Source: an optimization exercise on an open RTL-to-GDS flow (aim: small area, a short achievable clock period and few clock cycles per item). Production flows keep margins and buffers that such runs may drop. Where RTL was checked, it was by simulation tests only, not by an equivalence proof against the original. Function not checked in runs 1 to 4: the RTL went through the layout flow alone. Power figures rest on the tool's default switching activity, not on a simulated workload.

[standard.sh]
#!/bin/bash
# synth_recipe.tcl (not shown) runs the flow's synth.tcl, then flattens the netlist and writes it again
# the make line also repeats each setting of config.mk as NAME=value (left out here)
make -C /OpenROAD-flow-scripts/flow DESIGN_CONFIG=/design/flow/config.mk WORK_HOME=/design/flow/orfs CLKGATE_MAP_FILE= SYNTH_SCRIPT=/design/flow/synth_recipe.tcl "${@:-finish}"
[design.v]
package tbeh_pkg;
	localparam int MAX_BINS_DEF   = 64;
	localparam int COUNT_BITS_DEF = 16;
	localparam int TIME_W      = 32;
	localparam int BOUND_W     = 40;
	localparam int BIN_COUNT_W = 7;
	localparam int OPCODE_W    = 2;
	localparam int BIN_IDX_W   = 6;
	localparam int COUNT_OUT_W = 24;
	localparam int CFG_IDX_W   = 2;
	localparam int CFG_DATA_W  = 32;
	localparam logic [OPCODE_W-1:0] OP_CLEAR = 2'd0;
	localparam logic [OPCODE_W-1:0] OP_ADD   = 2'd1;
	localparam logic [OPCODE_W-1:0] OP_READ  = 2'd2;
	localparam logic [OPCODE_W-1:0] OP_SPARE = 2'd3;
	localparam logic [CFG_IDX_W-1:0] CFG_START  = 2'd0;
	localparam logic [CFG_IDX_W-1:0] CFG_WIDTH  = 2'd1;
	localparam logic [CFG_IDX_W-1:0] CFG_COUNT  = 2'd2;
	localparam logic [CFG_IDX_W-1:0] CFG_FILTER = 2'd3;
	localparam logic [TIME_W-1:0]      RST_START = 32'd0;
	localparam logic [TIME_W-1:0]      RST_WIDTH = 32'd1;
	localparam logic [BIN_COUNT_W-1:0] RST_COUNT = 7'd50;
	typedef struct packed {
		logic clear;
		logic step;
	} cur_cmd_t;
	typedef struct packed {
		logic advance;
		logic in_range;
	} cur_stat_t;
endpackage
module tbeh_ram #(
	parameter int WIDTH = 32,
	parameter int DEPTH = 64,
	parameter int SW    = 8,
	parameter int SR    = 8,
	parameter int NQ    = 3
) (
	input  logic                     clk,
	input  logic                     arst_n,
	input  logic [NQ-1:0]            wv,        
	input  logic [NQ-1:0]            wload,     
	input  logic [5:0]               wbin_in,
	input  logic [NQ*WIDTH-1:0]      wdata,     
	output logic [NQ-1:0]            wdone,     
	output logic [NQ-1:0]            wtap_d,    
	input  logic                     rstart,    
	input  logic                     rnext,     
	output logic                     rhit,      
	output logic [WIDTH-1:0]         rdata
);
	localparam int KW = DEPTH / SW;
	localparam int KR = DEPTH / SR;
	localparam int LW = $clog2(SW);
	localparam int LR = $clog2(SR);
	logic [5:0]             ph_q;
	logic [DEPTH*WIDTH-1:0] ring_q;
	logic [DEPTH*WIDTH-1:0] ring_d;
	logic [5:0]             x_q [NQ];
	logic [5:0]             rx_q;
	logic [NQ-1:0]          at;
	logic [WIDTH-1:0]       wbus;
	logic [KW-1:0]          wtap;
	always_ff @(posedge clk or negedge arst_n) begin
		if (!arst_n) begin
			ph_q <= '0;
		end else begin
			ph_q <= ph_q + 6'd1;
		end
	end
	logic [5:0] x_d [NQ];
	always_comb begin
		for (int q = 0; q < NQ; q++) begin
			x_d[q]    = wload[q] ? (ph_q + 6'd1 - wbin_in) : (x_q[q] + 6'd1);
			wtap_d[q] = x_d[q][LW-1:0] == '0;
		end
	end
	always_ff @(posedge clk) begin
		for (int q = 0; q < NQ; q++) begin
			x_q[q] <= x_d[q];
		end
		if (rstart) begin
			rx_q <= ph_q;
		end else if (!rnext) begin
			rx_q <= rx_q + 6'd1;
		end
	end
	always_comb begin
		wbus = '0;
		wtap = '0;
		for (int q = 0; q < NQ; q++) begin
			at[q] = wv[q] && (x_q[q][LW-1:0] == '0);
			if (at[q]) begin
				wbus = wbus | wdata[q*WIDTH +: WIDTH];
			end
			for (int k = 0; k < KW; k++) begin
				if (at[q] && x_q[q][5:LW] == k) begin
					wtap[k] = 1'b1;
				end
			end
		end
	end
	assign wdone = at;
	always_comb begin
		ring_d = {ring_q[(DEPTH-1)*WIDTH-1:0], ring_q[DEPTH*WIDTH-1:(DEPTH-1)*WIDTH]};
		for (int k = 0; k < KW; k++) begin
			if (wtap[k]) begin
				ring_d[k*SW*WIDTH +: WIDTH] = wbus;
			end
		end
	end
	always_ff @(posedge clk) begin
		ring_q <= ring_d;
	end
	assign rhit = rx_q[LR-1:0] == '0;
	always_comb begin
		rdata = ring_q[WIDTH-1:0];
		for (int k = 1; k < KR; k++) begin
			if (rx_q[5:LR] == k) begin
				rdata = ring_q[k*SR*WIDTH +: WIDTH];
			end
		end
	end
endmodule
module tbeh_gt #(
	parameter int W = 32
) (
	input  logic [W-1:0] a,
	input  logic [W-1:0] b,
	output logic         gt,
	output logic         eq
);
	localparam int L = $clog2(W);
	logic [W-1:0] g [L+1];
	logic [W-1:0] e [L+1];
	always_comb begin
		g[0] = a & ~b;
		e[0] = ~(a ^ b);
		for (int l = 1; l <= L; l++) begin
			g[l] = '0;
			e[l] = '0;
			for (int i = 0; i < (W >> l); i++) begin
				g[l][i] = g[l-1][2*i+1] | (e[l-1][2*i+1] & g[l-1][2*i]);
				e[l][i] = e[l-1][2*i+1] & e[l-1][2*i];
			end
		end
		gt = g[L][0];
		eq = e[L][0];
	end
endmodule
module tbeh_add #(
	parameter int W = 32
) (
	input  logic [W-1:0] a,
	input  logic [W-1:0] b,
	input  logic         cin,
	output logic [W:0]   s
);
	localparam int L = $clog2(W);
	logic [W-1:0] g [L+1];
	logic [W-1:0] p [L+1];
	always_comb begin
		g[0] = a & b;
		p[0] = a ^ b;
		for (int l = 1; l <= L; l++) begin
			g[l] = g[l-1];
			p[l] = p[l-1];
			for (int i = 0; i < W; i++) begin
				if ((i >> (l - 1)) % 2 == 1) begin
					g[l][i] = g[l-1][i] | (p[l-1][i] & g[l-1][((i >> (l - 1)) << (l - 1)) - 1]);
					p[l][i] = p[l-1][i] & p[l-1][((i >> (l - 1)) << (l - 1)) - 1];
				end
			end
		end
		s[0] = p[0][0] ^ cin;
		for (int i = 1; i < W; i++) begin
			s[i] = p[0][i] ^ (g[L][i-1] | (p[L][i-1] & cin));
		end
		s[W] = g[L][W-1] | (p[L][W-1] & cin);
	end
endmodule
module tbeh_cursor (
	input  logic        clk,
	input  logic        arst_n,
	input  logic        wr_width,    
	input  logic        clr0,        
	input  logic        shift,       
	input  logic        step,        
	input  logic [31:0] start_time,
	input  logic [31:0] bin_width,
	input  logic [31:0] cmp_time,    
	input  logic [6:0]  bins_used,
	output logic [8:0]  cmp,
	output logic        bounds_busy, 
	output logic        fix_busy,    
	output logic        in_range,    
	output logic        in_range2,   
	output logic        in_range_d,  
	output logic        in_range2_d,
	output logic [6:0]  cursor
);
	logic [6:0]  c_q;
	logic        ir_q, ir2_q;    
	logic [32:0] b_q, b2_q, b3_q;
	logic [32:0] add_s;
	logic [1:0]  fix_q;          
	logic [2:0]  gh, eh, gl;
	logic        half;
	logic [16:0] s_lo, s_hi0, s_hi1;
	tbeh_add #(.W(16)) u_add_lo  (.a (b3_q[15:0]),  .b (bin_width[15:0]),  .cin (1'b0), .s (s_lo));
	tbeh_add #(.W(16)) u_add_hi0 (.a (b3_q[31:16]), .b (bin_width[31:16]), .cin (1'b0), .s (s_hi0));
	tbeh_add #(.W(16)) u_add_hi1 (.a (b3_q[31:16]), .b (bin_width[31:16]), .cin (1'b1), .s (s_hi1));
	assign add_s = {(s_lo[16] ? s_hi1 : s_hi0), s_lo[15:0]};
	logic [32:0] bnd [3];
	assign bnd[0] = b_q;
	assign bnd[1] = b2_q;
	assign bnd[2] = b3_q;
	for (genvar j = 0; j < 3; j++) begin : g_cmp
		logic ghi, ehi, glo, elo;
		tbeh_gt #(.W(16)) u_hi (.a (cmp_time[31:16]), .b (bnd[j][31:16]), .gt (ghi), .eq (ehi));
		tbeh_gt #(.W(16)) u_lo (.a (cmp_time[15:0]),  .b (bnd[j][15:0]),  .gt (glo), .eq (elo));
		assign cmp[3*j +: 3] = {ghi && !bnd[j][32], ehi && !bnd[j][32], glo};
	end
	assign bounds_busy = wr_width || (fix_q != 2'd0);
	assign fix_busy    = fix_q != 2'd0;
	assign in_range    = ir_q;
	assign in_range2   = ir2_q;
	assign cursor      = c_q;
	assign half = (fix_q == 2'd1) || (fix_q == 2'd2);
	always_ff @(posedge clk or negedge arst_n) begin
		if (!arst_n) begin
			c_q   <= '0;
			b_q   <= 33'd1;
			fix_q <= 2'd3;
		end else begin
			if (wr_width || fix_q == 2'd3) begin
				fix_q <= 2'd1;
			end else if (fix_q == 2'd1) begin
				fix_q <= 2'd2;
			end else begin
				fix_q <= 2'd0;
			end
			if (clr0) begin
				c_q <= '0;
			end else if (step) begin
				c_q <= c_q + 7'd1;
			end
			if (shift) begin
				b_q <= b2_q;
			end
		end
	end
	always_comb begin
		if (clr0) begin
			in_range_d  = 1'b1;
			in_range2_d = bins_used > 7'd1;
		end else if (step) begin
			in_range_d  = ir2_q;
			in_range2_d = (c_q + 7'd2) < bins_used;
		end else begin
			in_range_d  = c_q < bins_used;
			in_range2_d = (c_q + 7'd1) < bins_used;
		end
	end
	always_ff @(posedge clk) begin
		ir_q  <= in_range_d;
		ir2_q <= in_range2_d;
		if (shift || half) begin
			b2_q <= b3_q;
		end
		if (clr0) begin
			b3_q <= {1'b0, start_time};
		end else if (wr_width || fix_q == 2'd3) begin
			b3_q <= b_q;
		end else if (shift || half) begin
			b3_q <= {add_s[32] | b3_q[32], add_s[31:0]};
		end
	end
endmodule
module time_binned_event_histogram #(
	parameter int MAX_BINS   = tbeh_pkg::MAX_BINS_DEF,
	parameter int COUNT_BITS = tbeh_pkg::COUNT_BITS_DEF
) (
	input  logic                                clk,
	input  logic                                arst_n,
	input  logic                                cfg_we,
	input  logic [tbeh_pkg::CFG_IDX_W-1:0]      cfg_index,
	input  logic [tbeh_pkg::CFG_DATA_W-1:0]     cfg_data,
	input  logic                                in_valid,
	output logic                                in_stall,
	input  logic [tbeh_pkg::OPCODE_W-1:0]       opcode,
	input  logic [tbeh_pkg::TIME_W-1:0]         event_time,
	input  logic                                passes_filter,
	output logic                                out_valid,
	input  logic                                out_stall,
	output logic [tbeh_pkg::BIN_IDX_W-1:0]      bin_index,
	output logic [tbeh_pkg::COUNT_OUT_W-1:0]    local_count,
	output logic [tbeh_pkg::COUNT_OUT_W-1:0]    global_count,
	output logic [tbeh_pkg::COUNT_OUT_W-1:0]    local_peak,
	output logic [tbeh_pkg::COUNT_OUT_W-1:0]    global_peak,
	output logic                                last_bin
);
	localparam int CB = 16;
	localparam logic [CB-1:0] CNT_MAX = '1;
	logic [31:0] start_q;
	logic [31:0] width_q;
	logic [6:0]  n_q;         
	logic        filter_q;
	logic [6:0]  n_wr;
	always_comb begin
		if (cfg_data[6:0] == 7'd0) begin
			n_wr = 7'd1;
		end else if (cfg_data[6:0] > 7'd64) begin
			n_wr = 7'd64;
		end else begin
			n_wr = cfg_data[6:0];
		end
	end
	always_ff @(posedge clk or negedge arst_n) begin
		if (!arst_n) begin
			start_q  <= 32'd0;
			width_q  <= 32'd1;
			n_q      <= 7'd50;
			filter_q <= 1'b0;
		end else begin
			if (cfg_we) begin
				case (cfg_index)
					tbeh_pkg::CFG_START:  start_q  <= cfg_data;
					tbeh_pkg::CFG_WIDTH:  width_q  <= cfg_data;
					tbeh_pkg::CFG_COUNT:  n_q      <= n_wr;
					default:              filter_q <= cfg_data[0];
				endcase
			end
		end
	end
	logic        m_v;
	logic [3:0]  m_opv;       
	logic [3:0]  m_opv_d;
	logic [3:0]  in_opv;
	logic [31:0] m_t;
	logic        m_p;
	logic [8:0]  m_cmp;              
	logic        m_c1, m_c2, m_c3;
	logic        m_k;                
	logic        m_cv;               
	logic [8:0]  cmp;
	logic [8:0]  m_cmp_d;
	logic        m_k_d, m_cv_d;
	logic        in_stall_q;         
	logic        bounds_busy;
	logic        fix_busy;
	logic        recmp;              
	logic        shift;
	logic [31:0] cmp_time;
	logic        m_done;
	logic        m_free;
	assign in_stall = in_stall_q;
	assign m_free   = !m_v || m_done;
	assign m_v = |m_opv;
	always_comb begin
		in_opv = '0;
		if (in_valid) begin
			in_opv[opcode] = 1'b1;
		end
	end
	assign m_opv_d = !in_stall_q ? in_opv : (m_done ? 4'd0 : m_opv);
	always_ff @(posedge clk or negedge arst_n) begin
		if (!arst_n) begin
			m_opv      <= '0;
			in_stall_q <= 1'b0;
		end else begin
			m_opv      <= m_opv_d;
			in_stall_q <= in_stall_d;
		end
	end
	assign cmp_time = recmp ? m_t : event_time;
	always_comb begin
		m_c1 = m_cmp[2] || (m_cmp[1] && m_cmp[0]);
		m_c2 = m_cmp[5] || (m_cmp[4] && m_cmp[3]);
		m_c3 = m_cmp[8] || (m_cmp[7] && m_cmp[6]);
	end
	assign m_cmp_d = (!in_stall_q || recmp) ? cmp : m_cmp;
	always_ff @(posedge clk) begin
		m_cmp <= m_cmp_d;
		if (!in_stall_q) begin
			m_t <= event_time;
			m_p <= passes_filter;
		end
	end
	logic        is_add, is_clr, is_rd, is_nop;
	logic [1:0]  clrph_q;     
	logic        clr1, clr2;
	logic        add_go;      
	logic        gt1, gt2, in_range, in_range2;
	logic        in_range_d, in_range2_d;
	logic        rd_active_d;
	logic [1:0]  clrph_d;
	logic        in_stall_d;
	logic [6:0]  cursor;
	logic        want_step, step, add_done, land, take;
	logic        wq_full;
	logic        rd_active_q;
	logic        rd_all_q;
	logic        out_free;
	logic        rd_start;
	logic        rd_chain;      
	logic        chain_q;       
	logic        pk_load;
	assign is_add = m_opv[tbeh_pkg::OP_ADD];
	assign is_clr = m_opv[tbeh_pkg::OP_CLEAR];
	assign is_rd  = m_opv[tbeh_pkg::OP_READ];
	assign is_nop = m_opv[tbeh_pkg::OP_SPARE];
	assign clr1 = is_clr && (clrph_q == 2'd0) && !rd_active_q && !fix_busy;
	assign clr2 = is_clr && (clrph_q != 2'd0);
	tbeh_cursor u_cursor (
		.clk         (clk),
		.arst_n      (arst_n),
		.wr_width    (cfg_we && (cfg_index == tbeh_pkg::CFG_WIDTH)),
		.clr0        (clr1),
		.shift       (shift),
		.step        (step),
		.start_time  (start_q),
		.bin_width   (width_q),
		.cmp_time    (cmp_time),
		.bins_used   (n_q),
		.cmp         (cmp),
		.bounds_busy (bounds_busy),
		.fix_busy    (fix_busy),
		.in_range    (in_range),
		.in_range2   (in_range2),
		.in_range_d  (in_range_d),
		.in_range2_d (in_range2_d),
		.cursor      (cursor)
	);
	assign recmp     = is_add && !m_cv;
	assign add_go    = is_add && m_cv;
	assign gt1       = m_k ? m_c2 : m_c1;
	assign gt2       = m_k ? m_c3 : m_c2;
	assign want_step = add_go && in_range && gt1;
	assign step      = want_step && !wq_full;
	assign shift     = step || clr2;
	assign add_done  = add_go && (!want_step || (step && !(gt2 && in_range2)));
	assign land      = add_done && (want_step ? in_range2 : in_range);
	assign take      = !filter_q || m_p;
	assign rd_start  = is_rd && !chain_q && (!rd_active_q || (rd_all_q && out_free));
	assign m_done    = is_nop || rd_start || (chain_q && out_free) ||
		(clr2 && clrph_q == 2'd3) || add_done;
	assign clrph_d = (clr1 || clr2) ? clrph_q + 2'd1 : clrph_q;
	always_ff @(posedge clk or negedge arst_n) begin
		if (!arst_n) begin
			clrph_q <= 2'd0;
		end else begin
			clrph_q <= clrph_d;
		end
	end
	always_comb begin
		m_k_d  = m_k;
		m_cv_d = m_cv;
		if (!in_stall_q || recmp) begin
			m_k_d  = shift;
			m_cv_d = !bounds_busy;
		end else if (step) begin
			m_k_d  = 1'b1;
			m_cv_d = !m_k;
		end
	end
	always_ff @(posedge clk) begin
		m_k  <= m_k_d;
		m_cv <= m_cv_d;
	end
	logic [CB-1:0] acc_l, acc_g, lpk, gpk;
	logic [CB-1:0] l_inc, g_inc;
	assign g_inc = acc_g + CB'(1);
	assign l_inc = acc_l + CB'(1);
	always_ff @(posedge clk or negedge arst_n) begin
		if (!arst_n) begin
			acc_l <= '0;
			acc_g <= '0;
			lpk   <= '0;
			gpk   <= '0;
		end else if (clr1) begin
			acc_l <= '0;
			acc_g <= '0;
			lpk   <= '0;
			gpk   <= '0;
		end else if (step) begin
			acc_g <= {{(CB-1){1'b0}}, land};
			acc_l <= {{(CB-1){1'b0}}, land && take};
			if (land && gpk == '0) begin
				gpk <= CB'(1);
			end
			if (land && take && lpk == '0) begin
				lpk <= CB'(1);
			end
		end else if (land) begin
			if (acc_g != CNT_MAX) begin
				acc_g <= g_inc;
				if (acc_g == gpk) begin
					gpk <= g_inc;
				end
			end
			if (take && acc_l != CNT_MAX) begin
				acc_l <= l_inc;
				if (acc_l == lpk) begin
					lpk <= l_inc;
				end
			end
		end
	end
	localparam int NQ = 3;
	logic [NQ-1:0]      wq_v;
	logic [NQ*2*CB-1:0] wq_data;
	logic [NQ-1:0]      wq_done;
	logic [NQ-1:0]      wq_free;
	logic [NQ-1:0]      wq_push;
	logic [NQ-1:0]      wq_v_d;
	logic [NQ-1:0]      wq_at_d;    
	assign wq_free = ~wq_v | wq_done;
	assign wq_full = wq_free == '0;
	always_comb begin
		wq_push = '0;
		for (int q = NQ - 1; q >= 0; q--) begin
			if (wq_free[q]) begin
				wq_push = '0;
				wq_push[q] = step;
			end
		end
	end
	assign wq_v_d = clr1 ? '0 : (wq_push | (wq_v & ~wq_done));
	always_ff @(posedge clk or negedge arst_n) begin
		if (!arst_n) begin
			wq_v <= '0;
		end else begin
			wq_v <= wq_v_d;
		end
	end
	always_ff @(posedge clk) begin
		for (int q = 0; q < NQ; q++) begin
			if (wq_free[q]) begin
				wq_data[q*2*CB +: 2*CB]  <= {acc_l, acc_g};
			end
		end
	end
	always_comb begin
		logic c1n, c2n, c3n, g1n, g2n, fulln, wantn, stepn, addn, donen;
		c1n   = m_cmp_d[2] || (m_cmp_d[1] && m_cmp_d[0]);
		c2n   = m_cmp_d[5] || (m_cmp_d[4] && m_cmp_d[3]);
		c3n   = m_cmp_d[8] || (m_cmp_d[7] && m_cmp_d[6]);
		g1n   = m_k_d ? c2n : c1n;
		g2n   = m_k_d ? c3n : c2n;
		fulln = (~wq_v_d | wq_at_d) == '0;
		wantn = m_cv_d && in_range_d && g1n;
		stepn = wantn && !fulln;
		addn  = m_cv_d && (!wantn || (stepn && !(g2n && in_range2_d)));
		donen = m_opv_d[tbeh_pkg::OP_SPARE] ||
			(m_opv_d[tbeh_pkg::OP_READ] && !rd_active_d) ||
			(m_opv_d[tbeh_pkg::OP_CLEAR] && clrph_d == 2'd3) ||
			(m_opv_d[tbeh_pkg::OP_ADD] && addn);
		in_stall_d = (m_opv_d != '0) && !donen;
	end
	logic [5:0]    rd_i_q;
	logic [6:0]    cs_q;
	logic [2*CB-1:0] accs_q;
	logic          rhit;
	logic [2*CB-1:0] rdata;
	logic          rd_load;
	logic          rd_last;
	logic [2*CB-1:0] rd_word;
	tbeh_ram #(
		.WIDTH (2 * CB),
		.DEPTH (64),
		.SW    (8),
		.SR    (8),
		.NQ    (NQ)
	) u_ram (
		.clk    (clk),
		.arst_n (arst_n),
		.wv      (wq_v),
		.wload   (wq_free),
		.wbin_in (cursor[5:0]),
		.wdata   (wq_data),
		.wdone   (wq_done),
		.wtap_d  (wq_at_d),
		.rstart  (rd_start || rd_chain),
		.rnext   (rd_load),
		.rhit    (rhit),
		.rdata  (rdata)
	);
	logic        out_valid_q;
	logic [5:0]  oidx_q;
	logic [CB-1:0] olcnt_q, ogcnt_q, olpk_q, ogpk_q;
	logic        olast_q;
	assign out_free = !out_valid_q || !out_stall;
	assign rd_load  = rd_active_q && !rd_all_q && rhit && out_free;
	assign rd_last  = {1'b0, rd_i_q} == (n_q - 7'd1);
	assign rd_word  = ({1'b0, rd_i_q} < cs_q) ? rdata :
		(({1'b0, rd_i_q} == cs_q) ? accs_q : '0);
	assign rd_chain    = is_rd && !chain_q && rd_load && rd_last;
	assign pk_load     = rd_start || (chain_q && out_free);
	assign rd_active_d = rd_start ? 1'b1 : ((rd_all_q && out_free) ? 1'b0 : rd_active_q);
	always_ff @(posedge clk or negedge arst_n) begin
		if (!arst_n) begin
			rd_active_q <= 1'b0;
			rd_all_q    <= 1'b0;
			chain_q     <= 1'b0;
			out_valid_q <= 1'b0;
		end else begin
			rd_active_q <= rd_active_d;
			if (rd_start) begin
				rd_all_q <= 1'b0;
			end else if (rd_load && rd_last && !rd_chain) begin
				rd_all_q <= 1'b1;
			end
			if (rd_chain) begin
				chain_q <= 1'b1;
			end else if (out_free) begin
				chain_q <= 1'b0;
			end
			if (rd_load) begin
				out_valid_q <= 1'b1;
			end else if (!out_stall) begin
				out_valid_q <= 1'b0;
			end
		end
	end
	always_ff @(posedge clk) begin
		if (rd_start || rd_chain) begin
			rd_i_q <= '0;
			cs_q   <= cursor;
			accs_q <= {acc_l, acc_g};
		end else if (rd_load) begin
			rd_i_q <= rd_i_q + 6'd1;
		end
		if (pk_load) begin
			olpk_q <= lpk;
			ogpk_q <= filter_q ? gpk : lpk;
		end
		if (rd_load) begin
			oidx_q  <= rd_i_q;
			olcnt_q <= rd_word[2*CB-1:CB];
			ogcnt_q <= rd_word[CB-1:0];
			olast_q <= rd_last;
		end
	end
	assign out_valid    = out_valid_q;
	assign bin_index    = oidx_q;
	assign local_count  = {8'd0, olcnt_q};
	assign global_count = {8'd0, ogcnt_q};
	assign local_peak   = {8'd0, olpk_q};
	assign global_peak  = {8'd0, ogpk_q};
	assign last_bin     = olast_q;
endmodule
[flow/run.sh]
#!/bin/bash
# The standard layout, with clock tree synthesis told not to add dummy loads.
# Each tool's full output stays in ORFS's own logs under orfs/logs; make's output
# goes to flow_make.log in this folder.
set -euo pipefail
export CTS_ARGS="-sink_clustering_enable -repair_clock_nets -sink_clustering_size 30 -sink_clustering_max_diameter 60 -dont_use_dummy_load"
bash standard.sh > flow_make.log 2>&1
[constraint.sdc]
create_clock -name core_clock -period 7.0 [get_ports {clk}]
set_input_delay 1.4000 -clock core_clock [delete_from_list [all_inputs] [get_ports {clk}]]
set_output_delay 1.4000 -clock core_clock [all_outputs]
set_load 0.01 [all_outputs]
[config.mk]
export PLATFORM = sky130hd
export DESIGN_NAME = time_binned_event_histogram
export DESIGN_NICKNAME = time_binned_event_histogram
export VERILOG_FILES = /design/flow/design.v
export SDC_FILE = /design/flow/constraint.sdc
export NUM_CORES = 4
export LEC_CHECK = 0
export ABC_AREA = 1
export CAP_MARGIN = 20
export CORE_MARGIN = 2
export CORE_UTILIZATION = 50
export CTS_CLUSTER_DIAMETER = 60
export CTS_CLUSTER_SIZE = 30
export SETUP_SLACK_MARGIN = 4.2
export SLEW_MARGIN = 20
==> summary.md, run 1 <==
| Metric | Value |
|---|---|
| CP Depth | 1 |
| Fillers | 11,900 |
| Power share of the combinational group | 0.207 |
| Total track usage | 0.225 |
| CTS tree | built |
| Bufs and invs on worst path | 1 |
| Startpoint Class | flop |
| Mapped cell area | 74,000 µm² |
| Area of the multi-input gates | 17,300 µm² |
| Port Buffers | 146 |
| Hold WS | around 0.26 ns |
| Peak supply drop | 0.240 mV |
| Setup Skew | a little under 0.08 ns |
| Sequential fraction of the synthesis area | 0.757 |
| Hold Path Class | reg2reg |
| Reg area | around 56,000 µm² |
| Status | no timing/DRC/antenna violations |
| Pwr Density | 374 nW/µm² |
| Avg Cell Area, Syn | 12.9 µm² |
| Critical Path Fanout Max | 1 |
| Clock Latency Late Sink | 0.81 ns |
| Detailed-route wire length | 176,000 µm |
| CP arrival | approximately 1.6 ns |
| Global-route wire length before repair | 251,000 µm |
| R2R Path Start | u_ram.x_q[2][0] |
| Gr ovfl total | 0 |
| Critical path required time | 5.60 ns |
| Detailed placement HPWL | 100,000 µm |
| CTS hold repair buffers | 0 |
| FF+latch count, synth | 2,594 |
| Setup TNS | 0 ns |
| Clock buffer count from CTS | 142 |
| Async set or reset register ratio after synthesis | 0.0763 |
| Synth cell types | 65 |
| Worst Setup End Kind | output port |
| Final setup vio count | 0 |
| Slowest-stage cell, CP | edfxtp_1 |
| Clock network power share | 0.255 |
| Residual DRC | 0 |
| CP Cell Sequence | buf_6 |
| Switching pwr | roughly 0.0093 W |
| Routability cong. | roughly 0.86 |
| Layout cells sized above 1 | 0.159 |
| Num rows | 141 |
| Post-synth EDFFs | 310 |
| Delay of the slowest critical-path stage | 0.59 ns |
| Initial DRC Count | approximately 3,100 |
| Die width | 389 µm |
| Clock-pin slew on the worst setup and hold paths | 0.10 ns |
| CP startpoint | ogcnt_q[15] |
| Root Buffer | clkbuf_16 |
| Mean number of vias per cell | just over 5 |
| Hold Path Cell Cnt | 0 |
| Largest cells by area after synthesis | dfxtp_1 (56%), edfxtp_1 (13%), dfrtp_1 (6.5%) |
| MaxCap Viol Count | 0 |
| HP Start | u_ram.ring_q[309] |
| LEAKAGE | around 35 nW |
| Crit share post-route | 0.431 |
| Via count | ~40,000 |
| Worst slew pin tran | 1.04 ns |
| Vias in the first global route | 38,800 |
| RSZ-0062 raised after global routing | yes |
| Syn. warnings | 13 |
| Final hold vios | 0 |
| Synthesis-to-finish area growth | 13.5% |
| CTS H-tree lvls | 4 |
| Post-layout min period | 3.01 ns |
| Sink Count | 2,594 |
| Internal | 0.0220 W |
| WS Path Type | reg2out |
| Clock buffer depth | 3 |
| Largest net degree at the start of global routing | 162 |
| Delay-heaviest family, CP | flip-flops |
| FMAX | 0.332 GHz |
| Final Max Slew Viols | 0 |
| Switching Fraction | 0.298 |
| Core ar. | 147,000 µm² |
| Flop pwr share | 0.538 |
| Top FF cell, synth | dfxtp_1 |
| Fin nets | 6,294 |
| Die height | 389 µm |
| R2r worst-path depth | 10 |
| Largest area contributor in the synthesized netlist | dfxtp_1 |
| Die ar. | about 150,000 µm² |
| Ports | 179 |
| Yosys top cell area share | 0.564 |
| Wire per inst | 22.1 µm |
| Syn Inst Count | 5,730 |
| Routed Antenna Nets | 0 |
| Initial antenna violation count | 7 |
| Detailed-router iteration count before antenna repair | 7 |
| Starting Density | 0.502 |
| Max-slew headroom | 0.307 |
## worst paths after layout
kind / endpoint / slack, ns
worst min register to register: u_ram.ring_q[341] / 0.26
min in group asynchronous: width_q[26] / 0.51
max in group asynchronous: acc_g[1] / 5.10
worst max-delay path: global_count[15] / 3.99
worst max register to register: u_ram.ring_q[541] / 4.17
worst min-delay path: u_ram.ring_q[341] / 0.26
## flip-flops by register name, indices dropped and copies added (netlist names), 16 cells and up
signal and cells:
acc_g 16, acc_l 16, accs_q 32, gpk 16, lpk 16, m_t 32, ogcnt_q 16, ogpk_q 16
olcnt_q 16, olpk_q 16, start_q 32, u_cursor.b2_q 33, u_cursor.b3_q 33, u_cursor.b_q 33, u_ram.ring_q 2048, u_ram.x_q 18
width_q 32, wq_data 96
## layout make-up
type | instances | area share
Multi-Input combinational cell | 2627 | 0.206
Inverter | 365 | 0.0174
Sequential cell | 2594 | 0.668
Timing Repair inverter | 2 | 0.000328
Tap cell | 1930 | 0.0288
Antenna cell | 4 | 0.000119
Clock buffer | 142 | 0.0423
Timing Repair Buffer | 308 | 0.0372
## logic make-up after synthesis
kind of cell | after synthesis | share of synthesized area
compound gates | 704 | 0.0527
other cells | 1 | 0.0000507
flops | 2594 | 0.757
buf+inv | 560 | 0.0319
xor+xnor | 77 | 0.00911
simple gates | 1357 | 0.0790
fa+ha+maj | 180 | 0.0309
mux | 257 | 0.0391
## through the flow
step / util / area (µm²) / setup WS, ns / instances / power (W)
floorplan: - / 74300 / 4.20 / 5761 / 0.0204
global placement: 0.527 / 77600 / 2.66 / 7680 / 0.0224
detailed placement: 0.527 / 77600 / 2.61 / 7680 / 0.0225
CTS: 0.559 / 82300 / 3.92 / 7900 / 0.0309
global route: 0.570 / 84000 / 3.93 / 7968 / 0.0328
finish: 0.570 / 84000 / 3.99 / 7972 / 0.0314
## power by group through the flow
stage | logic (W) | clock network [W] | registers, W
CTS | 0.00580 | 0.00819 | 0.0169
detailed placement | 0.00532 | 0 | 0.0172
finish | 0.00648 | 0.00800 | 0.0169
global route | 0.00713 | 0.00871 | 0.0170
floorplan | 0.00352 | 0 | 0.0169
global placement | 0.00520 | 0 | 0.0172
## repair_timing
action,in CTS,in global routing
buffers inserted,60,55
gates cloned,18,13
pin swaps,43,87
setup endpoints to repair,591,485
resized for setup,464,234
## Yosys cell counts, types with 41 or more instances
cell,instances
a21oi_1,176
a31oi_1,41
buf_2,54
clkbuf_1,96
dfrtp_1,191
dfxtp_1,2086
edfxtp_1,310
ha_1,175
inv_1,347
mux2_2,244
nand2_1,778
nand3_1,143
nand4_1,90
nor2_1,220
nor3_1,53
o21ai_0,365
xor2_1,44
## per-layer routing
| layer | vias to the layer above | track usage | wire length (µm) |
|---|---|---|---|
| li1 | 19400 | - | - |
| met1 | 19700 | 0.321 | 81100 |
| met2 | 1041 | 0.358 | 80700 |
| met3 | 242 | 0.0334 | 9390 |
| met4 | 0 | 0.0619 | 4640 |
| met5 | - | 0 | 0 |
## placed cells by master (no fill, tap or decap), types with 57 or more instances in the layout
master,count
ha_1,153
dfxtp_1,2082
clkdlybuf4s50_1,57
nand4_1,90
nor2_1,196
o21ai_0,336
nand3_1,123
buf_4,96
inv_1,332
nand2_1,697
mux2_2,244
a21oi_1,160
dfrtp_1,176
clkbuf_16,151
edfxtp_1,310
nand2_2,67
==> inputs of run 2 (changes only) <==
--- a/config.mk
+++ b/config.mk
@@ -13,3 +13,3 @@
 export CTS_CLUSTER_SIZE = 30
-export SETUP_SLACK_MARGIN = 4.2
+export SETUP_SLACK_MARGIN = 4.35
 export SLEW_MARGIN = 20
==> summary.md, run 2 <==
| Metric | Value |
|---|---|
| Status | no timing/DRC/antenna violations |
| Syn Inst Count | 5,730 (unchanged) |
| Syn. warnings | 13 (unchanged) |
| CP Cell Sequence | buf_2 |
| Final hold vios | 0 (unchanged) |
| Post-layout min period | 3.03 ns (+0.0149 ns) |
| Most flops, register | u_ram.ring_q |
| Die width | 389 µm (unchanged) |
| Largest net degree at the start of global routing | 89 (-45%) |
| Mean number of vias per cell | 5.06 (-0.10%) |
| Critical Path Fanout Max | 1 (unchanged) |
| Fillers | 11,900 (-0.14%) |
| CTS tree | built |
| Fin nets | 6,287 (-0.11%) |
| Mapped cell area | 74,000 µm² (unchanged) |
| N_diodes | 0 (-4) |
| Avg Cell Area, Syn | 12.9 µm² (unchanged) |
| Commonest non-fill, non-tap cell in the layout | dfxtp_1 |
| Vias in the first global route | 38,300 (-1.4%) |
| Bufs and invs on worst path | 1 (unchanged) |
| Max-slew headroom | 0.433 (+0.125) |
| Clock Latency Late Sink | 0.81 ns (about the same) |
| Delay of the slowest critical-path stage | 0.64 ns (+0.05 ns) |
| Critical path required time | 5.60 ns (about the same) |
| Delay-heaviest family, CP | flip-flops |
| Biggest regs | u_ram.ring_q: 2048 flops, wq_data: 96 flops |
| Final core utilization | 0.571 (+0.00110) |
| Worst Setup End Kind | output port |
| Largest cells by area after synthesis | dfxtp_1 (56%), edfxtp_1 (13%), dfrtp_1 (6.5%) |
| Setup Skew | 0.0995 ns (+0.0205 ns) |
| Startpoint Class | flop |
| Clock buffer count from CTS | 144 (+1.4%) |
| Slowest-stage cell, CP | edfxtp_1 |
| Detailed-router iteration count before antenna repair | 6 (-1) |
| FMAX | 0.330 GHz (-0.49%) |
| CP arrival | 1.63 ns (+0.02 ns) |
| Gr ovfl total | 0 (unchanged) |
| Core ar. | 147,000 µm² (unchanged) |
| Final Max Slew Viols | 0 (unchanged) |
| Async set or reset register ratio after synthesis | 0.0763 (unchanged) |
| Root Buffer | clkbuf_16 |
| Synthesis-to-finish area growth | 13.7% |
| Via count | 40,300 (-0.24%) |
| Routed Antenna Nets | 0 (unchanged) |
| CTS H-tree lvls | 4 (unchanged) |
| Global-route wire length before repair | 244,000 µm (-2.7%) |
| Cell with the most instances after synthesis | dfxtp_1 |
| Pwr Density | 371 nW/µm² (-0.57%) |
| Routability cong. | 0.859 (+0.43%) |
| Port Buffers | 146 (unchanged) |
| Yosys top cell area share | 0.564 (unchanged) |
| Ports | 179 (unchanged) |
| Die ar. | 151,000 µm² (unchanged) |
| Top FF cell, synth | dfxtp_1 |
| Clock-pin slew on the worst setup and hold paths | 0.10 ns (about the same) |
| Num rows | 141 (unchanged) |
| Die height | 389 µm (unchanged) |
| MaxCap Viol Count | 0 (unchanged) |
| Sink Count | 2,594 (unchanged) |
| Setup TNS | 0 ns (unchanged) |
| Peak supply drop | 0.283 mV (+18%) |
| Layout cells sized above 1 | 0.161 (+0.00201) |
| Detailed placement HPWL | 101,000 µm (+0.83%) |
| Wire per inst | 21.4 µm (-2.8%) |
| RSZ-0062 raised after global routing | yes |
| Residual DRC | 0 (unchanged) |
| LEAKAGE | 34.9 nW (about the same) |
| Clock buffer depth | 3 (unchanged) |
| Commonest cells post-synth | dfxtp_1 (2,086), nand2_1 (778), o21ai_0 (365) |
| Sequential fraction of the synthesis area | 0.757 (unchanged) |
| Worst slew pin tran | 0.843 ns (-0.196 ns) |
| Detailed-route wire length | 171,000 µm (-2.9%) |
| Most frequent cells in the layout | dfxtp_1 (2,085), nand2_1 (693), inv_1 (335) |
| Hold Path Class | reg2reg |
| CTS hold repair buffers | 0 (unchanged) |
| Starting Density | 0.502 (unchanged) |
| Synth cell types | 65 (unchanged) |
| Post-synth EDFFs | 310 (unchanged) |
| Total chip power | 0.0312 W (-0.38%) |
| Max reg flops | 2,048 (unchanged) |
| Crit share post-route | 0.433 (+0.00213) |
| Final setup vio count | 0 (unchanged) |
| Initial antenna violation count | 8 (+1) |
| Initial DRC Count | 2,899 (-5.6%) |
| WS Path Type | reg2out |
| Largest area contributor in the synthesized netlist | dfxtp_1 |
| Total track usage | 0.217 (-0.00839) |
| FF+latch count, synth | 2,594 (unchanged) |
[run 2: cell families after synthesis]
family | share of synthesized area
multiplexers | 0.0391
adder cells (fa/ha/maj) | 0.0309
XOR/XNOR | 0.00911
buffers and inverters | 0.0319
other | 0.0000507
AO/OA/AOI/OAI | 0.0527
AND/OR/NAND/NOR | 0.0790
flip-flops | 0.757
[run 2: routing by layer]
metal | GRT usage | vias to the layer above | part of all wire
met3 | 0.0306 | 229 | 0.048
met2 | 0.352 | 997 | 0.47
met5 | 0 | - | 0
li1 | - | 19400 | -
met4 | 0.0519 | 0 | 0.020
met1 | 0.307 | 19700 | 0.46
[run 2: cell type report]
type	instances	area, µm²	share of cell area
Tap cell	1930	2410	0.0287
Clock buffer	144	3600	0.0428
Multi-Input combinational cell	2624	17500	0.208
Timing Repair Buffer	304	3090	0.0368
Sequential cell	2594	56100	0.666
Inverter	365	1450	0.0173
[run 2: path summary, 6_finish.rpt]
kind / cells past startpoint / slack (ns) / to / startpoint
worst max-delay path: 1 / 3.97 / global_count[13] / ogcnt_q[13]
worst min-delay path: 0 / 0.27 / u_ram.ring_q[1980] / u_ram.ring_q[1948]
worst max register to register: 18 / 4.25 / u_cursor.b3_q[17] / width_q[0]
worst min register to register: 0 / 0.27 / u_ram.ring_q[1980] / u_ram.ring_q[1948]
max in group asynchronous: 2 / 5.01 / width_q[24] / arst_n
min in group asynchronous: 1 / 0.66 / lpk[11] / arst_n
[run 2: power by group]
part / internal (W) / switching, W / total (W) / leakage (nW)
clock: 0.00366 / 0.00437 / 0.00803 / 1.77
combinational: 0.00226 / 0.00410 / 0.00635 / 10.7
sequential: 0.0162 / 0.000702 / 0.0169 / 22.5
[run 2: what timing repair did]
action / CTS / global route
pin swaps: 87 / 57
cloned: 16 / 13
buffers inserted: 50 / 56
gates resized for setup: 568 / 156
setup endpoints to repair: 628 / 500
[run 2: stage by stage]
step                cells  hold slack (ns)  cell area [µm²]  worst slack [ns]
floorplan            5761            0.310            74500              4.23
global placement     7682            0.310            77800              2.79
detailed placement   7682            0.312            77800              2.75
CTS                  7892            0.274            82800              3.94
global route         7961            0.284            84100              3.94
finish               7961            0.272            84100              3.97
==> inputs of run 3 (changes only) <==
--- a/config.mk
+++ b/config.mk
@@ -10,6 +10,6 @@
 export CORE_MARGIN = 2
-export CORE_UTILIZATION = 50
+export CORE_UTILIZATION = 45
 export CTS_CLUSTER_DIAMETER = 60
 export CTS_CLUSTER_SIZE = 30
-export SETUP_SLACK_MARGIN = 4.35
+export SETUP_SLACK_MARGIN = 4.2
 export SLEW_MARGIN = 20
==> summary.md, run 3 <==
| Metric | Value |
|---|---|
| Status | no timing/DRC/antenna violations |
| Mapped cell area | 74,000 µm² (unchanged) |
| CP Depth | 1 (unchanged) |
| Residual DRC | 0 (unchanged) |
| Hold Path Class | reg2reg |
| Crit share post-route | 0.428 (-0.00511) |
| Setup Skew | 0.0645 ns (-0.0350 ns) |
| R2r worst-path depth | 10 (-8) |
| Die width | 410 µm (+5.4%) |
| Clock Latency Late Sink | 0.79 ns (-0.02 ns) |
| CP arrival | 1.59 ns (-0.04 ns) |
| Async set or reset register ratio after synthesis | 0.0763 (unchanged) |
| Max-slew headroom | 0.364 (-0.0682) |
| Min setup slack post-route | 4.01 ns (+0.0358 ns) |
| Final Max Slew Viols | 0 (unchanged) |
| Worst slew pin tran | 0.945 ns (+0.101 ns) |
| Cell with the most instances after synthesis | dfxtp_1 |
| Pwr Density | 374 nW/µm² (+0.74%) |
| Final setup vio count | 0 (unchanged) |
| Bufs and invs on worst path | 1 (unchanged) |
| Syn Inst Count | 5,730 (unchanged) |
| Placed inst area | 77,900 µm² (about the same) |
| Die height | 410 µm (+5.4%) |
| Most flops, register | u_ram.ring_q |
| Post-route cell area | 84,400 µm² (+0.31%) |
| Mean number of vias per cell | 4.97 (-1.8%) |
| Fillers | 13,900 (+17%) |
| Delay-heaviest family, CP | flip-flops |
| Commonest cells post-synth | dfxtp_1 (2,086), nand2_1 (778), o21ai_0 (365) |
| Initial antenna violation count | 3 (-5) |
| Starting Density | 0.454 (-0.0482) |
| WS Path Type | reg2out |
| Synthesis-to-finish area growth | 14.0% |
| Clock buffer count from CTS | 144 (unchanged) |
| Detailed-route wire length | 180,000 µm (+5.3%) |
| Startpoint Class | flop |
| Routability cong. | 0.851 (-0.94%) |
| Hold endpoint | u_ram.ring_q[1144] |
| Routed Antenna Nets | 0 (unchanged) |
| Final hold vios | 0 (unchanged) |
| Largest area contributor in the synthesized netlist | dfxtp_1 |
| Delay of the slowest critical-path stage | 0.59 ns (-0.05 ns) |
| Commonest non-fill, non-tap cell in the layout | dfxtp_1 |
| Yosys top cell area share | 0.564 (unchanged) |
| Core ar. | 163,000 µm² (+11%) |
| Worst Setup End Kind | output port |
| Post-layout min period | 2.99 ns (-0.0358 ns) |
| Syn. warnings | 13 (unchanged) |
| R2R Path Start | u_ram.x_q[2][0] |
| HP Start | u_ram.ring_q[1112] |
| Flop2flop setup slack | 4.09 ns (-0.16 ns) |
| Detailed placement HPWL | 102,000 µm (+1.4%) |
| Via count | 40,800 (+1.3%) |
| Critical R2R Capture | u_ram.ring_q[20] |
| Gr ovfl total | 0 (unchanged) |
| Pre-CTS setup slack | 2.58 ns (-0.170 ns) |
| RSZ-0062 raised after global routing | yes |
| Max reg flops | 2,048 (unchanged) |
| Sink Count | 2,594 (unchanged) |
| Layout cells sized above 1 | 0.160 (-0.00138) |
| Sequential fraction of the synthesis area | 0.757 (unchanged) |
| Biggest regs | u_ram.ring_q: 2048 flops, wq_data: 96 flops |
| CTS H-tree lvls | 4 (unchanged) |
| Clock-pin slew on the worst setup and hold paths | 0.10 ns (about the same) |
| Final core utilization | 0.518 (-0.0532) |
| Total chip power | 0.0316 W (+1.1%) |
| FMAX | 0.334 GHz (+1.2%) |
| Hold Path Cell Cnt | 0 (unchanged) |
| Die ar. | 168,000 µm² (+11%) |
| FF+latch count, synth | 2,594 (unchanged) |
| Clock buffer depth | 3 (unchanged) |
| Fin nets | 6,289 (+0.032%) |
| Peak supply drop | 0.223 mV (-21%) |
| Top FF cell, synth | dfxtp_1 |
| LEAKAGE | 35.0 nW (+0.26%) |
| Largest cells by area after synthesis | dfxtp_1 (56%), edfxtp_1 (13%), dfrtp_1 (6.5%) |
| Wire per inst | 21.9 µm (+2.1%) |
| Num rows | 148 (+5.0%) |
| Setup TNS | 0 ns (unchanged) |
| Critical path required time | 5.60 ns (about the same) |
| Global-route wire length before repair | 256,000 µm (+4.9%) |
| Total track usage | 0.205 (-0.0111) |
| Vias in the first global route | 39,400 (+2.9%) |
| Most frequent cells in the layout | dfxtp_1 (2,081), nand2_1 (696), o21ai_0 (338) |
| Synth cell types | 65 (unchanged) |
| CP Cell Sequence | buf_6 |
| Detailed-router iteration count before antenna repair | 6 (unchanged) |
| Post-synth EDFFs | 310 (unchanged) |
| Slowest-stage cell, CP | edfxtp_1 |
| Largest net degree at the start of global routing | 143 (+61%) |
| MaxCap Viol Count | 0 (unchanged) |
| Critical Path Fanout Max | 1 (unchanged) |
| Ports | 179 (unchanged) |
| Initial DRC Count | 2,884 (-0.52%) |
| Avg Cell Area, Syn | 12.9 µm² (unchanged) |
| Port Buffers | 146 (unchanged) |
| CTS tree | built |
| Root Buffer | clkbuf_16 |
==> run 3: changes by cell type in the layout (fill, tap and decap cells not counted), sizes merged, moves of 3 or more <==
cell          previous run  this run
dlymetal6s2s             2        17
dlygate4sd2             20         3
clkinv                   4         7
buf                    223       220
==> run 3: power by group <==
part	switching, W	internal [W]	leakage, nW
clock network	0.00439	0.00366	1.77
logic	0.00438	0.00231	10.8
registers	0.000681	0.0162	22.5
total	0.00944	0.0221	35.0
==> run 3: what timing repair did <==
action | CTS | global route
hold buffers | 0 | 0
pin swaps | 39 | 86
buffers inserted | 61 | 45
resized for setup | 477 | 235
setup endpoints to repair | 589 | 410
cloned | 20 | 11
==> run 3: cells by family after synthesis <==
logic type      count (synthesis)  share of synthesized area
simple gates                 1357                     0.0790
fa+ha+maj                     180                     0.0309
buf+inv                       560                     0.0319
mux                           257                     0.0391
xor+xnor                       77                    0.00911
flops                        2594                      0.757
compound gates                704                     0.0527
other cells                     1                  0.0000507
==> run 3: worst max path at each step <==
stage	from	to	slack, ns
floorplan	event_time[19]	in_stall_q	4.20
global placement	out_stall	u_ram.rx_q[5]	2.65
finish	ogcnt_q[2]	global_count[2]	4.01
CTS	ogcnt_q[2]	global_count[2]	3.94
global route	ogcnt_q[13]	global_count[13]	3.96
detailed placement	out_stall	u_ram.rx_q[5]	2.58
==> run 3: through the flow <==
step           instances  hold slack, ns
2_1_floorplan       5761           0.310
3_3_place_gp        7927           0.310
3_5_place_dp        7927           0.312
4_1_cts             8152           0.275
5_1_grt             8208           0.262
6_report            8210           0.268
==> run 3: metal layers <==
metal	track usage	vias up	wire length, µm
met5	0	-	0
met4	0.0693	0	5550
met3	0.0279	306	8970
met2	0.335	1095	84400
met1	0.282	20000	80800
li1	-	19400	-
==> run 3: area by class of cell <==
cell class | count | area (µm²) | share of cell area
multi-input cells | 2627 | 17400 | 0.206
flip-flops and latches | 2594 | 56100 | 0.664
well taps | 2175 | 2720 | 0.0322
repair buffers | 301 | 3130 | 0.0371
repair inverters | 2 | 32.5 | 0.000385
diodes | 2 | 5.00 | 0.0000593
inverters | 365 | 1450 | 0.0172
clock buffers | 144 | 3600 | 0.0427
==> inputs of run 4 (changes only) <==
==> flow/run.sh (replaced) <==
#!/bin/bash
# The standard layout with two changes: clock tree synthesis adds no dummy loads,
# and the port buffers are buf_2 cells (the default pick is a slower, larger delay
# buffer). Each tool's full output stays in ORFS's own logs under orfs/logs; make's
# output goes to flow_make.log in this folder.
set -euo pipefail
export CTS_ARGS="-sink_clustering_enable -repair_clock_nets -sink_clustering_size 30 -sink_clustering_max_diameter 60 -dont_use_dummy_load"
export BUFFER_PORTS_ARGS="-buffer_cell sky130_fd_sc_hd__buf_2"
bash standard.sh > flow_make.log 2>&1
==> summary.md, run 4 <==
| Metric | Value |
|---|---|
| Status | no timing/DRC/antenna violations |
| Routability cong. | 0.864 (+1.4%) |
| Hold WS | 0.263 ns (-0.00556 ns) |
| Post-layout min period | 3.01 ns (+0.0212 ns) |
| Final setup vio count | 0 (unchanged) |
| Syn Inst Count | 5,730 (unchanged) |
| Global-route wire length before repair | 253,000 µm (-1.3%) |
| N_diodes | 0 (-2) |
| Bufs and invs on worst path | 1 (unchanged) |
| Biggest regs | u_ram.ring_q: 2048 flops, wq_data: 96 flops |
| Commonest non-fill, non-tap cell in the layout | dfxtp_1 |
| Starting Density | 0.454 (unchanged) |
| Critical Path Fanout Max | 1 (unchanged) |
| Clock buffer depth | 3 (unchanged) |
| WS Path Type | reg2out |
| Clock buffer count from CTS | 139 (-3.5%) |
| MaxCap Viol Count | 0 (unchanged) |
| Synthesis-to-finish area growth | 12.1% |
| Cell with the most instances after synthesis | dfxtp_1 |
| Min setup slack post-route | 3.99 ns (-0.0212 ns) |
| Residual DRC | 0 (unchanged) |
| CTS H-tree lvls | 4 (unchanged) |
| Largest family of logic cells by synthesized area | simple AND/OR/NAND/NOR gates |
| CP arrival | 1.61 ns (+0.02 ns) |
| Die height | 410 µm (unchanged) |
| Vias in the first global route | 39,400 (+0.096%) |
| LEAKAGE | 34.6 nW (-1.2%) |
| Die ar. | 168,000 µm² (unchanged) |
| Largest area contributor in the synthesized netlist | dfxtp_1 |
| Fin nets | 6,262 (-0.43%) |
| Crit share post-route | 0.431 (+0.00302) |
| Via count | 40,500 (-0.73%) |
| Slowest-stage cell, CP | edfxtp_1 |
| CTS tree | built |
| CTS hold repair buffers | 0 (unchanged) |
| Mean number of vias per cell | 4.95 (-0.37%) |
| Setup TNS | 0 ns (unchanged) |
| Worst slew pin tran | 0.977 ns (+0.0321 ns) |
| Gr ovfl total | 0 (unchanged) |
| Peak supply drop | 0.309 mV (+39%) |
| Delay of the slowest critical-path stage | 0.60 ns (about the same) |
| Largest cells by area after synthesis | dfxtp_1 (56%), edfxtp_1 (13%), dfrtp_1 (6.5%) |
| XOR/XNOR Fraction of Synth Area | 0.00911 (unchanged) |
| Simple-gate share of the synthesized area | 0.0790 (unchanged) |
| Setup Skew | 0.0850 ns (+0.0206 ns) |
| Pwr Density | 375 nW/µm² (+0.35%) |
| Detailed placement HPWL | 103,000 µm (+1.1%) |
| Post-Synth Adder-Cell Area | 0.0309 (unchanged) |
| Detailed-route wire length | 176,000 µm (-2.3%) |
| Wire per inst | 21.5 µm (-1.9%) |
| Total track usage | 0.202 (-0.00390) |
| Initial antenna violation count | 5 (+2) |
| Post-synth EDFFs | 310 (unchanged) |
| Most frequent cells in the layout | dfxtp_1 (2,081), nand2_1 (735), o21ai_0 (336) |
| Num rows | 148 (unchanged) |
| Avg Cell Area, Syn | 12.9 µm² (unchanged) |
| Detailed-router iteration count before antenna repair | 6 (unchanged) |
| Die width | 410 µm (unchanged) |
| Worst Setup End Kind | output port |
| Fillers | 14,100 (+1.5%) |
| Sink Count | 2,594 (unchanged) |
| Delay-heaviest family, CP | flip-flops |
| Layout cells sized above 1 | 0.153 (-0.00744) |
| Core ar. | 163,000 µm² (unchanged) |
| Ports | 179 (unchanged) |
| Async set or reset register ratio after synthesis | 0.0763 (unchanged) |
| Synth cell types | 65 (unchanged) |
| Most flops, register | u_ram.ring_q |
| Initial DRC Count | 2,746 (-4.8%) |
| Root Buffer | clkbuf_16 |
| Post-synthesis compound-gate area fraction | 0.0527 (unchanged) |
| Max-slew headroom | 0.349 (-0.0156) |
| Port Buffers | 146 (unchanged) |
| FF+latch count, synth | 2,594 (unchanged) |
| Final hold vios | 0 (unchanged) |
| Yosys top cell area share | 0.564 (unchanged) |
| Clock Latency Late Sink | 0.81 ns (+0.02 ns) |
| Critical path required time | 5.60 ns (about the same) |
| Max reg flops | 2,048 (unchanged) |
| Pre-CTS setup slack | 2.50 ns (-0.0817 ns) |
| Syn. warnings | 13 (unchanged) |
| CP Cell Sequence | buf_6 |
| Hold Path Class | reg2reg |
| Clock-pin slew on the worst setup and hold paths | 0.10 ns (about the same) |
| Top FF cell, synth | dfxtp_1 |
| Startpoint Class | flop |
| Final Max Slew Viols | 0 (unchanged) |
| Post-synthesis mux area share | 0.0391 (unchanged) |
| Routed Antenna Nets | 0 (unchanged) |
| Commonest cells post-synth | dfxtp_1 (2,086), nand2_1 (778), o21ai_0 (365) |
| RSZ-0062 raised after global routing | yes |
| FMAX | 0.332 GHz (-0.70%) |
| Sequential fraction of the synthesis area | 0.757 (unchanged) |
| Largest net degree at the start of global routing | 109 (-24%) |
| Mapped cell area | 74,000 µm² (unchanged) |
-- run 4: cell counts after synthesis --
No cell type changed its count.
-- run 4: layer usage --
layer  vias up  GRT usage  share of wire
li1      19400          -              -
met1     19900      0.285           0.47
met2      1037      0.321           0.46
met3       263     0.0291          0.046
met4         0     0.0621          0.027
met5         -          0              0
-- run 4: kinds of logic (layout without fill, tap and decap cells) --
logic type               Yosys count  in the layout
AO/OA/AOI/OAI                    704            705
XOR/XNOR                          77             77
adder cells (fa/ha/maj)          180            180
buffers and inverters            560            784
flip-flops                      2594           2594
multiplexers                     257            257
other                              1             32
AND/OR/NAND/NOR                 1357           1377
-- run 4: worst paths after layout --
path,from,to,slack (ns),cells after the start
max,ogcnt_q[13],global_count[13],3.99,1
min reg2reg,u_ram.ring_q[1442],u_ram.ring_q[1474],0.26,0
min,u_ram.ring_q[1442],u_ram.ring_q[1474],0.26,0
max reg2reg,width_q[0],u_cursor.b3_q[17],4.12,18
max in group asynchronous,arst_n,u_cursor.c_q[2],4.92,2
min in group asynchronous,arst_n,lpk[11],0.67,1
-- run 4: power breakdown --
part | internal, W | switching (W)
registers | 0.0162 | 0.000702
clock network | 0.00354 | 0.00439
logic | 0.00220 | 0.00416
-- run 4: repair_timing --
| action | 4_1_cts | 5_1_grt |
|---|---|---|
| endpoints found under the setup margin | 586 | 451 |
| buffers inserted | 42 | 44 |
| cloned | 16 | 15 |
| pin swaps | 26 | 40 |
| resized for setup | 155 | 141 |
-- run 4: layout make-up --
type / count / area [µm²] / share of cell area
clock buffers: 139 / 3480 / 0.0419
inverters: 365 / 1450 / 0.0174
multi-input cells: 2628 / 16800 / 0.203
repair buffers: 280 / 2460 / 0.0296
flip-flops and latches: 2594 / 56100 / 0.676
well taps: 2175 / 2720 / 0.0328
-- run 4: stage by stage --
stage / total power, W / std cells / util / area (µm²)
after detailed placement: 0.0225 / 7925 / 0.473 / 77100
final: 0.0312 / 8181 / 0.509 / 83000
after global placement: 0.0224 / 7925 / 0.473 / 77100
after floorplan: 0.0204 / 5761 / - / 74300
after CTS: 0.0309 / 8122 / 0.503 / 81900
after global routing: 0.0326 / 8181 / 0.509 / 83000
==> inputs of run 5 (changes only) <==
--- a/design.v
+++ b/design.v
@@ -155,3 +155,2 @@
 	input  logic [W-1:0] b,
-	input  logic         cin,
 	output logic [W:0]   s
@@ -174,7 +173,7 @@
 		end
-		s[0] = p[0][0] ^ cin;
+		s[0] = p[0][0];
 		for (int i = 1; i < W; i++) begin
-			s[i] = p[0][i] ^ (g[L][i-1] | (p[L][i-1] & cin));
+			s[i] = p[0][i] ^ g[L][i-1];
 		end
-		s[W] = g[L][W-1] | (p[L][W-1] & cin);
+		s[W] = g[L][W-1];
 	end
@@ -208,7 +207,7 @@
 	logic        half;
-	logic [16:0] s_lo, s_hi0, s_hi1;
-	tbeh_add #(.W(16)) u_add_lo  (.a (b3_q[15:0]),  .b (bin_width[15:0]),  .cin (1'b0), .s (s_lo));
-	tbeh_add #(.W(16)) u_add_hi0 (.a (b3_q[31:16]), .b (bin_width[31:16]), .cin (1'b0), .s (s_hi0));
-	tbeh_add #(.W(16)) u_add_hi1 (.a (b3_q[31:16]), .b (bin_width[31:16]), .cin (1'b1), .s (s_hi1));
-	assign add_s = {(s_lo[16] ? s_hi1 : s_hi0), s_lo[15:0]};
+	tbeh_add #(.W(32)) u_add (
+		.a (b3_q[31:0]),
+		.b (bin_width),
+		.s (add_s)
+	);
 	logic [32:0] bnd [3];
--- a/config.mk
+++ b/config.mk
@@ -10,3 +10,3 @@
 export CORE_MARGIN = 2
-export CORE_UTILIZATION = 45
+export CORE_UTILIZATION = 50
 export CTS_CLUSTER_DIAMETER = 60
==> summary.md, run 5 <==
| Metric | Value |
|---|---|
| Detailed-route wire length | 164,000 µm (-6.6%) |
| Starting Density | 0.505 (+0.0509) |
| Critical Path Fanout Max | 2 (+1) |
| Critical R2R Capture | u_cursor.b3_q[16] |
| FMAX | 0.341 GHz (+2.7%) |
| Root Buffer | clkbuf_16 |
| Gr ovfl total | 0 (unchanged) |
| Top FF cell, synth | dfxtp_1 |
| Total track usage | 0.212 (+0.0108) |
| Syn. warnings | 13 (unchanged) |
| Num rows | 140 (-5.4%) |
| Initial DRC Count | 2,557 (-6.9%) |
| Delay of the slowest critical-path stage | 0.55 ns (-0.05 ns) |
| Mapped cell area | 73,800 µm² (-0.30%) |
| Worst slew pin tran | 0.873 ns (-0.104 ns) |
| Syn Inst Count | 5,698 (-0.56%) |
| Final hold vios | 0 (unchanged) |
| Detailed placement HPWL | 96,300 µm (-6.9%) |
| Final setup vio count | 0 (unchanged) |
| Biggest regs | u_ram.ring_q: 2048 flops, wq_data: 96 flops |
| Hold endpoint | u_ram.ring_q[455] |
| Status | no timing/DRC/antenna violations |
| MaxCap Viol Count | 0 (unchanged) |
| Cell with the most instances after synthesis | dfxtp_1 |
| Final core utilization | 0.568 (+0.0589) |
| Synthesis-to-finish area growth | 12.5% |
| Die height | 388 µm (-5.2%) |
| Vias in the first global route | 38,300 (-2.9%) |
| RSZ-0062 raised after global routing | yes |
| Sink Count | 2,594 (unchanged) |
| Worst Setup End Kind | flop |
| Clock-pin slew on the worst setup and hold paths | 0.10 ns (about the same) |
| Port Buffers | 146 (unchanged) |
| Post-synth EDFFs | 310 (unchanged) |
| CP startpoint | width_q[0] |
| Clock Latency Late Sink | 0.79 ns (-0.02 ns) |
| Synth cell types | 68 (+4.6%) |
| Wire per inst | 20.7 µm (-3.4%) |
| Global-route wire length before repair | 240,000 µm (-4.8%) |
| Via count | 39,900 (-1.5%) |
| Largest family of logic cells by synthesized area | simple AND/OR/NAND/NOR gates |
| CP arrival | 3.42 ns (+1.81 ns) |
| XOR/XNOR Fraction of Synth Area | 0.00760 (-0.00152) |
| Bufs and invs on worst path | 4 (+3) |
| R2R Path Start | width_q[0] |
| Most flops, register | u_ram.ring_q |
| Setup Skew | 0.0880 ns (+0.00296 ns) |
| Fin nets | 6,248 (-0.22%) |
| Hold Path Cell Cnt | 0 (unchanged) |
| Yosys top cell area share | 0.566 (+0.00171) |
| Pwr Density | 366 nW/µm² (-2.6%) |
| Critical path required time | 7.48 ns (+1.88 ns) |
| Avg Cell Area, Syn | 12.9 µm² (+0.26%) |
| Final Max Slew Viols | 0 (unchanged) |
| Residual DRC | 0 (unchanged) |
| FF+latch count, synth | 2,594 (unchanged) |
| Delay-heaviest family, CP | adder cells |
| Die ar. | 151,000 µm² (-10%) |
| CP Cell Sequence | ha_4, inv_2, fa_2, inv_2, nand3_2, nand2_2, nand2_2, nand2_2, nand3_2, nand2_4, a21oi_4, inv_2, a21o_4, inv_2, fa_2, nand2_1, o21ai_1, o21ai_1 |
| Simple-gate share of the synthesized area | 0.0779 (-0.00112) |
| Post-Synth Adder-Cell Area | 0.0311 (+0.000196) |
| CTS tree | built |
| Routability cong. | 0.877 (+1.5%) |
| Crit share post-route | 0.420 (-0.0112) |
| Commonest non-fill, non-tap cell in the layout | dfxtp_1 |
| Detailed-router iteration count before antenna repair | 5 (-1) |
| Largest area contributor in the synthesized netlist | dfxtp_1 |
| Top cell by count, worst path | inv_2 |
| WS Path Type | reg2reg |
| Clock buffer count from CTS | 138 (-0.72%) |
| Mean number of vias per cell | 5.05 (+1.8%) |
| CTS H-tree lvls | 4 (unchanged) |
| CTS hold repair buffers | 0 (unchanged) |
| Sequential fraction of the synthesis area | 0.759 (+0.00230) |
| Largest cells by area after synthesis | dfxtp_1 (57%), edfxtp_1 (13%), dfrtp_1 (6.5%) |
| Post-synthesis mux area share | 0.0440 (+0.00492) |
| LEAKAGE | 35.2 nW (+1.7%) |
| Flop2flop setup slack | 4.06 ns (-0.06 ns) |
| Routed Antenna Nets | 0 (unchanged) |
| Min setup slack post-route | 4.06 ns (+0.0782 ns) |
| Largest net degree at the start of global routing | 102 (-6.4%) |
| Layout cells sized above 1 | 0.165 (+0.0124) |
| Commonest cells post-synth | dfxtp_1 (2,086), nand2_1 (883), inv_1 (359) |
| Pre-CTS setup slack | 2.20 ns (-0.301 ns) |
| Die width | 388 µm (-5.2%) |
| Initial antenna violation count | 6 (+1) |
| Post-layout min period | 2.94 ns (-0.0782 ns) |
| CP Depth | 18 (+17) |
| Hold Path Class | reg2reg |
| Setup TNS | 0 ns (unchanged) |
| Peak supply drop | 0.216 mV (-30%) |
| Ports | 179 (unchanged) |
| Startpoint Class | flop |
| Max-slew headroom | 0.418 (+0.0692) |
| Most frequent cells in the layout | dfxtp_1 (2,084), nand2_1 (800), inv_1 (343) |
| R2r worst-path depth | 18 (unchanged) |
| HP Start | u_ram.ring_q[423] |
| Post-synthesis compound-gate area fraction | 0.0492 (-0.00347) |
| Max reg flops | 2,048 (unchanged) |
| Slowest-stage cell, CP | dfstp_2 |
| Async set or reset register ratio after synthesis | 0.0763 (unchanged) |
| Clock buffer depth | 3 (unchanged) |
| Core ar. | 146,000 µm² (-10%) |
run 5: final cells by class:
cell class                 count  area (µm²)
inverter                     372        1440
clock buffer                 138        3450
tap                         1917        2400
antenna                        3        7.51
multi-input combinational   2596       17200
fill                       12100       63100
sequential                  2594       56100
timing repair buffer         292        2470
run 5: repair_timing:
| action | 4_1_cts | 5_1_grt |
|---|---|---|
| endpoints found under the setup margin | 484 | 345 |
| gates cloned | 12 | 9 |
| buffers inserted | 54 | 39 |
| resized for setup | 225 | 136 |
| pin swaps | 63 | 68 |
run 5: cells by family (layout without fill, tap and decap cells):
group,count (synthesis),count (layout)
adders and majority gates,180,180
xor gates and xnor gates,64,64
AOI/OAI and AO/OA,655,655
buffers and inverters,550,802
DFF,2594,2594
muxes,292,292
and+or+nand+nor,1362,1373
other,1,35
run 5: through the flow:
stage	cell area, µm²	std cells	total power, W	hold WS (ns)
2_1_floorplan	74100	5729	0.0200	0.310
3_3_place_gp	76800	7657	0.0217	0.310
6_report	83000	7912	0.0304	0.273
3_5_place_dp	76800	7657	0.0218	0.312
4_1_cts	81900	7861	0.0301	0.269
5_1_grt	83000	7912	0.0318	0.276
run 5: per-layer routing:
| metal | share of wire | track usage | up-vias |
|---|---|---|---|
| met5 | 0 | 0 | - |
| li1 | - | - | 19200 |
| met2 | 0.45 | 0.327 | 935 |
| met4 | 0.026 | 0.0615 | 0 |
| met1 | 0.48 | 0.315 | 19600 |
| met3 | 0.046 | 0.0278 | 245 |
run 5: worst max-delay path by stage:
stage,endpoint,slack (ns)
floorplan,u_ram.rx_q[1],4.02
global placement,u_cursor.b3_q[7],2.37
detailed placement,u_cursor.b3_q[3],2.20
CTS,local_count[3],4.01
global route,u_cursor.b3_q[17],3.92
finish,u_cursor.b3_q[16],4.06
run 5: power by group:
| group | internal [W] | leakage (nW) | switching, W |
|---|---|---|---|
| clock | 0.00351 | 1.70 | 0.00432 |
| sequential | 0.0161 | 22.5 | 0.000623 |
| combinational | 0.00203 | 10.9 | 0.00378 |
| total | 0.0216 | 35.2 | 0.00872 |
Testbench counts of run 5, summed over its fixed seeds: cycles 15,502, items 10,368.

port drivers added, routing unchanged:
The results above use ideal ports. As a check the final layouts listed here were re-extracted and re-timed, cells and wires unchanged. Step 1 (the two cells are an assumption about what drives the block):
set clk [get_ports {clk}]
set_driving_cell -lib_cell sky130_fd_sc_hd__clkbuf_16 $clk
set_driving_cell -lib_cell sky130_fd_sc_hd__buf_2 [delete_from_list [all_inputs] $clk]
Step 2 adds t to the input delays and takes it off the output delays; t is the mean of the earliest and latest rising clock arrival at the registers after step 1. Input paths then give back, and output paths get back, about the clock's delay inside the block. Three values: ideal, step 1, step 2; two values: the first two.
run	shift t [ns]	setup slack, ns	latest minus earliest clock arrival (ns)
run 1	0.844	3.985 / 3.906 / 3.390	0.103 / 0.103
run 2	0.844	3.971 / 3.882 / 3.506	0.100 / 0.100
run 3	0.851	4.006 / 3.922 / 3.468	0.081 / 0.081
run 4	0.844	3.985 / 3.899 / 3.556	0.097 / 0.096
run 5	0.831	4.063 / 3.981 / 3.258	0.089 / 0.089
After both steps every run listed still meets setup and hold. For run 5, which loses most, drivers alone change the setup slack by -0.082 ns; drivers and shift together by -0.805 ns.
